This design comes from an exercise in tuning for small area and a short achievable clock period on the open sky130 flow, not from production work. The RTL was checked by simulation tests, not by an equivalence proof against the original design. No activity file was given, so power comes from the tool's default toggle rates.

==> flow/design.v <==
package reg_check_monitor_pkg;
  typedef enum logic [1:0] {IDLE, RUN, CHECK, DONE} state_t;
  localparam int DEF_DATA_W = 32;
  localparam int DEF_NUM_REGS = 32;
  localparam int DEF_NUM_CHECKS = 8;
  localparam int DEF_CYC_W = 32;
endpackage
module reg_check_table
#(
  parameter int DATA_W = reg_check_monitor_pkg::DEF_DATA_W,
  parameter int NUM_REGS = reg_check_monitor_pkg::DEF_NUM_REGS,
  parameter int NUM_CHECKS = reg_check_monitor_pkg::DEF_NUM_CHECKS,
  localparam int AW = $clog2(NUM_REGS),
  localparam int IW = $clog2(NUM_CHECKS)
) (
  input  logic clk,
  input  logic rst_n,
  input  logic we_i,
  input  logic [IW-1:0] w_idx_i,
  input  logic [AW-1:0] w_reg_i,
  input  logic [DATA_W-1:0] w_exp_i,
  input  logic w_en_i,
  output logic [NUM_CHECKS-1:0] en_o,
  output logic [NUM_CHECKS-1:0][AW-1:0] reg_o,
  output logic [NUM_CHECKS-1:0][DATA_W-1:0] exp_o
);
  logic [NUM_CHECKS-1:0] en_q;
  logic [NUM_CHECKS-1:0][AW-1:0] reg_q;
  logic [NUM_CHECKS-1:0][DATA_W-1:0] exp_q;
  always_ff @(posedge clk or negedge rst_n) begin
    if (!rst_n) begin
      en_q <= '0;
    end else begin
      for (int i = 0; i < NUM_CHECKS; i++) if (we_i && w_idx_i == IW'(i)) en_q[i] <= w_en_i;
    end
  end
  always_ff @(posedge clk) begin
    for (int i = 0; i < NUM_CHECKS; i++) begin
      if (we_i && w_idx_i == IW'(i)) begin
        reg_q[i] <= w_reg_i;
        exp_q[i] <= w_exp_i;
      end
    end
  end
  assign en_o = en_q;
  assign reg_o = reg_q;
  assign exp_o = exp_q;
endmodule
module reg_check_monitor
#(
  parameter int DATA_W = reg_check_monitor_pkg::DEF_DATA_W,
  parameter int NUM_REGS = reg_check_monitor_pkg::DEF_NUM_REGS,
  parameter int NUM_CHECKS = reg_check_monitor_pkg::DEF_NUM_CHECKS,
  parameter int CYC_W = reg_check_monitor_pkg::DEF_CYC_W,
  localparam int AW = $clog2(NUM_REGS),
  localparam int IW = $clog2(NUM_CHECKS)
) (
  input  logic clk,
  input  logic rst_n,
  input  logic wr_en,
  input  logic [AW-1:0] wr_addr,
  input  logic [DATA_W-1:0] wr_data,
  input  logic cfg_valid,
  output logic cfg_ready,
  input  logic [IW-1:0] cfg_idx,
  input  logic [AW-1:0] cfg_reg,
  input  logic [DATA_W-1:0] cfg_exp,
  input  logic cfg_en,
  input  logic start,
  input  logic [CYC_W-1:0] target_cycle,
  output logic busy,
  output logic done,
  output logic pass,
  output logic [IW:0] fail_count,
  output logic [IW-1:0] first_fail_idx,
  output logic [CYC_W-1:0] cycle_cnt
);
  localparam logic [IW-1:0] LAST = IW'(NUM_CHECKS - 1);
  logic left_q, busy_q, chk_q, done_q;
  logic [CYC_W-1:0] cnt_q, cnt_i, cnt_inc, tgt_q;
  logic [IW-1:0] idx_q, first_q;
  logic [IW:0] fails_q;
  logic pass_q;
  logic [NUM_REGS-1:0][DATA_W-1:0] shadow_q;
  logic [NUM_REGS-1:0] wrote_q, wsel;
  logic [NUM_CHECKS-1:0] rp_q, rp_d;
  logic [AW-1:0] rd_q;
  logic [NUM_REGS-1:0] sel_q;
  logic [DATA_W-1:0] diff_q;
  logic en_q;
  logic [NUM_CHECKS-1:0] t_en;
  logic [NUM_CHECKS-1:0][AW-1:0] t_reg;
  logic [NUM_CHECKS-1:0][DATA_W-1:0] t_exp;
  logic [AW-1:0] n_reg;
  logic [DATA_W-1:0] sv, e_exp;
  logic t_we, run, go, leave_q, last, hit;
  assign t_we = cfg_valid && !left_q;
  reg_check_table #(.DATA_W(DATA_W), .NUM_REGS(NUM_REGS), .NUM_CHECKS(NUM_CHECKS)) u_table (
    .clk(clk),
    .rst_n(rst_n),
    .we_i(t_we),
    .w_idx_i(cfg_idx),
    .w_reg_i(cfg_reg),
    .w_exp_i(cfg_exp),
    .w_en_i(cfg_en),
    .en_o(t_en),
    .reg_o(t_reg),
    .exp_o(t_exp)
  );
  always_comb begin
    for (int r = 0; r < NUM_REGS; r++) wsel[r] = wr_en && wr_addr == AW'(r);
  end
  always_ff @(posedge clk) begin
    for (int r = 0; r < NUM_REGS; r++) if (wsel[r]) shadow_q[r] <= wr_data;
  end
  always_ff @(posedge clk or negedge rst_n) begin
    if (!rst_n) wrote_q <= '0;
    else wrote_q <= wrote_q | wsel;
  end
  assign go = start && (!left_q || done_q);
  assign cnt_inc = &cnt_i ? cnt_i : cnt_i + CYC_W'(1);
  assign run = busy_q && !chk_q;
  assign last = chk_q && idx_q == LAST;
  assign rp_d = leave_q ? NUM_CHECKS'(2) : chk_q ? {rp_q[NUM_CHECKS-2:0], rp_q[NUM_CHECKS-1]} : NUM_CHECKS'(1);
  always_comb begin
    n_reg = '0;
    for (int i = 0; i < NUM_CHECKS; i++) if (rp_d[i]) n_reg |= t_reg[i];
    if (t_we && cfg_idx == '0) n_reg = cfg_reg;
    sv = '0;
    for (int r = 0; r < NUM_REGS; r++) if (sel_q[r]) sv |= shadow_q[r];
    if (wr_en && wr_addr == rd_q) sv = wr_data;
    e_exp = '0;
    for (int i = 0; i < NUM_CHECKS; i++) if (rp_q[i]) e_exp |= t_exp[i];
  end
  assign hit = en_q && |diff_q;
  always_ff @(posedge clk) begin
    if (go) tgt_q <= target_cycle;
    cnt_i <= go ? CYC_W'(1) : cnt_inc;
    idx_q <= chk_q ? idx_q + IW'(1) : '0;
    rp_q <= rp_d;
    rd_q <= n_reg;
    for (int r = 0; r < NUM_REGS; r++) sel_q[r] <= n_reg == AW'(r) && (wrote_q[r] || wsel[r]);
    diff_q <= sv ^ e_exp;
    en_q <= |(rp_q & t_en);
  end
  always_ff @(posedge clk or negedge rst_n) begin
    if (!rst_n) begin
      left_q <= 1'b0;
      busy_q <= 1'b0;
      chk_q <= 1'b0;
      done_q <= 1'b0;
      leave_q <= 1'b0;
      cnt_q <= '0;
      first_q <= '0;
      fails_q <= '0;
      pass_q <= 1'b0;
    end else begin
      left_q <= left_q || start;
      busy_q <= go || (busy_q && !last);
      chk_q <= leave_q || (chk_q && !last);
      leave_q <= go ? target_cycle <= CYC_W'(1) : run && !leave_q && cnt_i + CYC_W'(1) == tgt_q;
      done_q <= last || (done_q && !start);
      if (go) cnt_q <= CYC_W'(1);
      else if (run) cnt_q <= cnt_inc;
      if (go) begin
        first_q <= '0;
        fails_q <= '0;
        pass_q <= 1'b0;
      end else if (chk_q) begin
        if (hit) fails_q <= fails_q + (IW+1)'(1);
        if (hit && fails_q == '0) first_q <= idx_q;
        if (last) pass_q <= fails_q == '0 && !hit;
      end
    end
  end
  assign cfg_ready = !left_q;
  assign busy = busy_q;
  assign done = done_q;
  assign pass = pass_q;
  assign fail_count = fails_q;
  assign first_fail_idx = first_q;
  assign cycle_cnt = cnt_q;
endmodule
==> flow/config.mk <==
export PLATFORM = sky130hd
export DESIGN_NAME = reg_check_monitor
export DESIGN_NICKNAME = reg_check_monitor
export VERILOG_FILES = /design/flow/design.v
export SDC_FILE = /design/flow/constraint.sdc
export NUM_CORES = 4
export LEC_CHECK = 0
export ABC_CLOCK_PERIOD_IN_PS = 2800
export CAP_MARGIN = 20
export CORE_MARGIN = 2
export CORE_UTILIZATION = 65
export CTS_CLUSTER_DIAMETER = 80
export CTS_CLUSTER_SIZE = 24
export SETUP_SLACK_MARGIN = 4.5
export SLEW_MARGIN = 20
export TNS_END_PERCENT = 20
==> flow/constraint.sdc <==
create_clock -name core_clock -period 7.0 [get_ports {clk}]
set_input_delay 1.4000 -clock core_clock [delete_from_list [all_inputs] [get_ports {clk}]]
set_output_delay 1.4000 -clock core_clock [all_outputs]
set_load 0.01 [all_outputs]
standard.sh (not shown) runs the stock make flow with config.mk's settings and CLKGATE_MAP_FILE= SYNTH_SCRIPT=/design/flow/synth_recipe.tcl, a recipe that flattens the netlist after the stock synthesis.
==> flow/flow/run.sh <==
#!/bin/bash
# The standard layout (the standard.sh: standard synthesis, ORFS flow to finish) with one
# change: the buffers that buffer_ports puts on every input and output port are buf_2 cells
# instead of the default clkdlybuf4s50_1, which are larger; timing repair still resizes them.
set -euo pipefail
bash standard.sh "BUFFER_PORTS_ARGS=-buffer_cell sky130_fd_sc_hd__buf_2" finish > orfs_make.log 2>&1
test -f out/final.def
Then changed:
--- a/flow/design.v
+++ b/flow/design.v
@@ -77,6 +77,7 @@
 );
   localparam logic [IW-1:0] LAST = IW'(NUM_CHECKS - 1);
   logic left_q, busy_q, chk_q, done_q;
+  logic left_o_q;
   logic [CYC_W-1:0] cnt_q, cnt_i, cnt_inc, tgt_q;
   logic [IW-1:0] idx_q, first_q;
   logic [IW:0] fails_q;
@@ -146,6 +147,7 @@
   always_ff @(posedge clk or negedge rst_n) begin
     if (!rst_n) begin
       left_q <= 1'b0;
+      left_o_q <= 1'b0;
       busy_q <= 1'b0;
       chk_q <= 1'b0;
       done_q <= 1'b0;
@@ -156,6 +158,7 @@
       pass_q <= 1'b0;
     end else begin
       left_q <= left_q || start;
+      left_o_q <= left_o_q || start;
       busy_q <= go || (busy_q && !last);
       chk_q <= leave_q || (chk_q && !last);
       leave_q <= go ? target_cycle <= CYC_W'(1) : run && !leave_q && cnt_i + CYC_W'(1) == tgt_q;
@@ -173,7 +176,7 @@
       end
     end
   end
-  assign cfg_ready = !left_q;
+  assign cfg_ready = !left_o_q;
   assign busy = busy_q;
   assign done = done_q;
   assign pass = pass_q;
Combinational power went down by 16%.
Clock skew is about the same.
Setup slack is about the same.
Clock-buffer cell count went down by 9.
Via count went down by 0.42%.
Core utilization went up by 0.17 points.
Routed wire length hardly moves.
Synthesized area went down by 0.40%.
Final cell count stays the same.
Maximum frequency hardly moves.
Critical path depth went up by 5.
Total power went down by 1.0%.


## quartz
// reg_check_monitor: RTL as listed in full above, without the edits since
==> flow/config.mk <==
export PLATFORM = sky130hd
export DESIGN_NAME = reg_check_monitor
export DESIGN_NICKNAME = reg_check_monitor
export VERILOG_FILES = /design/flow/design.v
export SDC_FILE = /design/flow/constraint.sdc
export NUM_CORES = 4
export LEC_CHECK = 0
export ABC_CLOCK_PERIOD_IN_PS = 2800
export CAP_MARGIN = 20
export CORE_MARGIN = 2
export CORE_UTILIZATION = 65
export CTS_CLUSTER_DIAMETER = 80
export CTS_CLUSTER_SIZE = 24
export SETUP_SLACK_MARGIN = 4.5
export SLEW_MARGIN = 20
==> flow/constraint.sdc <==
create_clock -name core_clock -period 7.0 [get_ports {clk}]
set_input_delay 1.4000 -clock core_clock [delete_from_list [all_inputs] [get_ports {clk}]]
set_output_delay 1.4000 -clock core_clock [all_outputs]
set_load 0.01 [all_outputs]
run.sh (not shown) runs the stock make flow with config.mk's settings and CLKGATE_MAP_FILE= SYNTH_SCRIPT=/design/flow/synth_recipe.tcl, a recipe that flattens the netlist after the stock synthesis.
Stock flow here: none of the scripts above is used.
Relative to quartz, the following input files were edited for harbor:
diff --git a/flow/design.v b/flow/design.v
--- a/flow/design.v
+++ b/flow/design.v
@@ -77,8 +77,8 @@
 );
   localparam logic [IW-1:0] LAST = IW'(NUM_CHECKS - 1);
-  logic left_q, busy_q, chk_q, done_q;
+  logic left_q, busy_q, run_q, chk_q, done_q;
   logic [CYC_W-1:0] cnt_q, cnt_i, cnt_inc, tgt_q;
   logic [IW-1:0] idx_q, first_q;
-  logic [IW:0] fails_q;
+  logic [IW:0] fails_q, fails_i, fails_inc;
   logic pass_q;
   logic [NUM_REGS-1:0][DATA_W-1:0] shadow_q;
@@ -94,5 +94,6 @@
   logic [AW-1:0] n_reg;
   logic [DATA_W-1:0] sv, e_exp;
-  logic t_we, run, go, leave_q, last, hit;
+  logic [CYC_W-1:0] next_eq;
+  logic t_we, go, leave_q, last, hit;
   assign t_we = cfg_valid && !left_q;
   reg_check_table #(.DATA_W(DATA_W), .NUM_REGS(NUM_REGS), .NUM_CHECKS(NUM_CHECKS)) u_table (
@@ -120,5 +121,4 @@
   assign go = start && (!left_q || done_q);
   assign cnt_inc = &cnt_i ? cnt_i : cnt_i + CYC_W'(1);
-  assign run = busy_q && !chk_q;
   assign last = chk_q && idx_q == LAST;
   assign rp_d = leave_q ? NUM_CHECKS'(2) : chk_q ? {rp_q[NUM_CHECKS-2:0], rp_q[NUM_CHECKS-1]} : NUM_CHECKS'(1);
@@ -126,5 +126,5 @@
     n_reg = '0;
     for (int i = 0; i < NUM_CHECKS; i++) if (rp_d[i]) n_reg |= t_reg[i];
-    if (t_we && cfg_idx == '0) n_reg = cfg_reg;
+    if (t_we && rp_d[cfg_idx]) n_reg = cfg_reg;
     sv = '0;
     for (int r = 0; r < NUM_REGS; r++) if (sel_q[r]) sv |= shadow_q[r];
@@ -134,7 +134,14 @@
   end
   assign hit = en_q && |diff_q;
+  assign fails_inc = fails_i + (IW+1)'(1);
+  always_comb begin
+    next_eq[0] = cnt_i[0] ^ tgt_q[0];
+    for (int k = 1; k < CYC_W; k++) next_eq[k] = (cnt_i[k] ^ tgt_q[k]) == (cnt_i[k-1] && !tgt_q[k-1]);
+  end
   always_ff @(posedge clk) begin
     if (go) tgt_q <= target_cycle;
     cnt_i <= go ? CYC_W'(1) : cnt_inc;
+    if (go) fails_i <= '0;
+    else if (chk_q && hit) fails_i <= fails_inc;
     idx_q <= chk_q ? idx_q + IW'(1) : '0;
     rp_q <= rp_d;
@@ -148,4 +155,5 @@
       left_q <= 1'b0;
       busy_q <= 1'b0;
+      run_q <= 1'b0;
       chk_q <= 1'b0;
       done_q <= 1'b0;
@@ -158,9 +166,10 @@
       left_q <= left_q || start;
       busy_q <= go || (busy_q && !last);
+      run_q <= go || (run_q && !leave_q);
       chk_q <= leave_q || (chk_q && !last);
-      leave_q <= go ? target_cycle <= CYC_W'(1) : run && !leave_q && cnt_i + CYC_W'(1) == tgt_q;
+      leave_q <= go ? target_cycle <= CYC_W'(1) : run_q && !leave_q && &next_eq;
       done_q <= last || (done_q && !start);
       if (go) cnt_q <= CYC_W'(1);
-      else if (run) cnt_q <= cnt_inc;
+      else if (run_q) cnt_q <= cnt_inc;
       if (go) begin
         first_q <= '0;
@@ -168,7 +177,7 @@
         pass_q <= 1'b0;
       end else if (chk_q) begin
-        if (hit) fails_q <= fails_q + (IW+1)'(1);
-        if (hit && fails_q == '0) first_q <= idx_q;
-        if (last) pass_q <= fails_q == '0 && !hit;
+        if (hit) fails_q <= fails_inc;
+        if (hit && fails_i == '0) first_q <= idx_q;
+        if (last) pass_q <= fails_i == '0 && !hit;
       end
     end
### Flow results
harbor: done, clean on timing, DRC and antenna. Amount of wire on met2 after detailed routing ends up lower on quartz. Between quartz and harbor, global-route usage is higher for harbor, quartz comes in under that. When the final numbers for quartz and harbor were put side by side, the starting utilization of the core area turned out to be smaller in harbor. harbor: post-cts gate resize count is 21 lower than what quartz reported. As far as synthesis-to-layout area growth is concerned, harbor and quartz perform about the same. quartz → harbor: clock-buffer cell count fell about 13%, number of nets in the layout rose about 5%. Diff quartz -> harbor: number of buffers created by CTS now larger, fmax now smaller. quartz was routed with fewer vias than harbor. Changes observed in harbor relative to quartz: setup slack of the critical path after layout -91 ps, wire length after detailed routing +2900 µm.

-- port drivers added, routing unchanged --
The results above use ideal ports. As a check the final layouts listed here were re-extracted and re-timed, cells and wires unchanged.
Step 1 assumes that a clkbuf_16 drives the clock port and a buf_2 every other input.
Step 2, shift: input delay + t, output delay - t, t = (earliest + latest rising clock arrival at the registers) / 2. This alone moves slack from input paths to output paths.
Three values: ideal, step 1, step 2; two values: the first two.
run | t, ns | slack for setup (ns) | clock arrival spread, ns | worst register clock-pin slew, ns | worst slew at a driven data input, ns
the first run of note 1 | 0.730 | 4.272 / 4.201 / 3.705 | 0.025 / 0.025 | 0.10 / 0.10 | 0.13
the second run of note 1 | 0.725 | 4.275 / 4.239 / 3.588 | 0.030 / 0.030 | 0.10 / 0.10 | 0.12
quartz | 0.730 | 4.331 / 4.263 / 3.728 | 0.033 / 0.034 | 0.10 / 0.10 | 0.16
harbor | 0.720 | 4.240 / 4.254 / 3.534 | 0.038 / 0.038 | 0.10 / 0.10 | 0.17
After both steps every run listed still meets setup and hold. The setup slack of harbor, which loses most, moves by +0.014 ns with the drivers and by -0.706 ns with both steps.
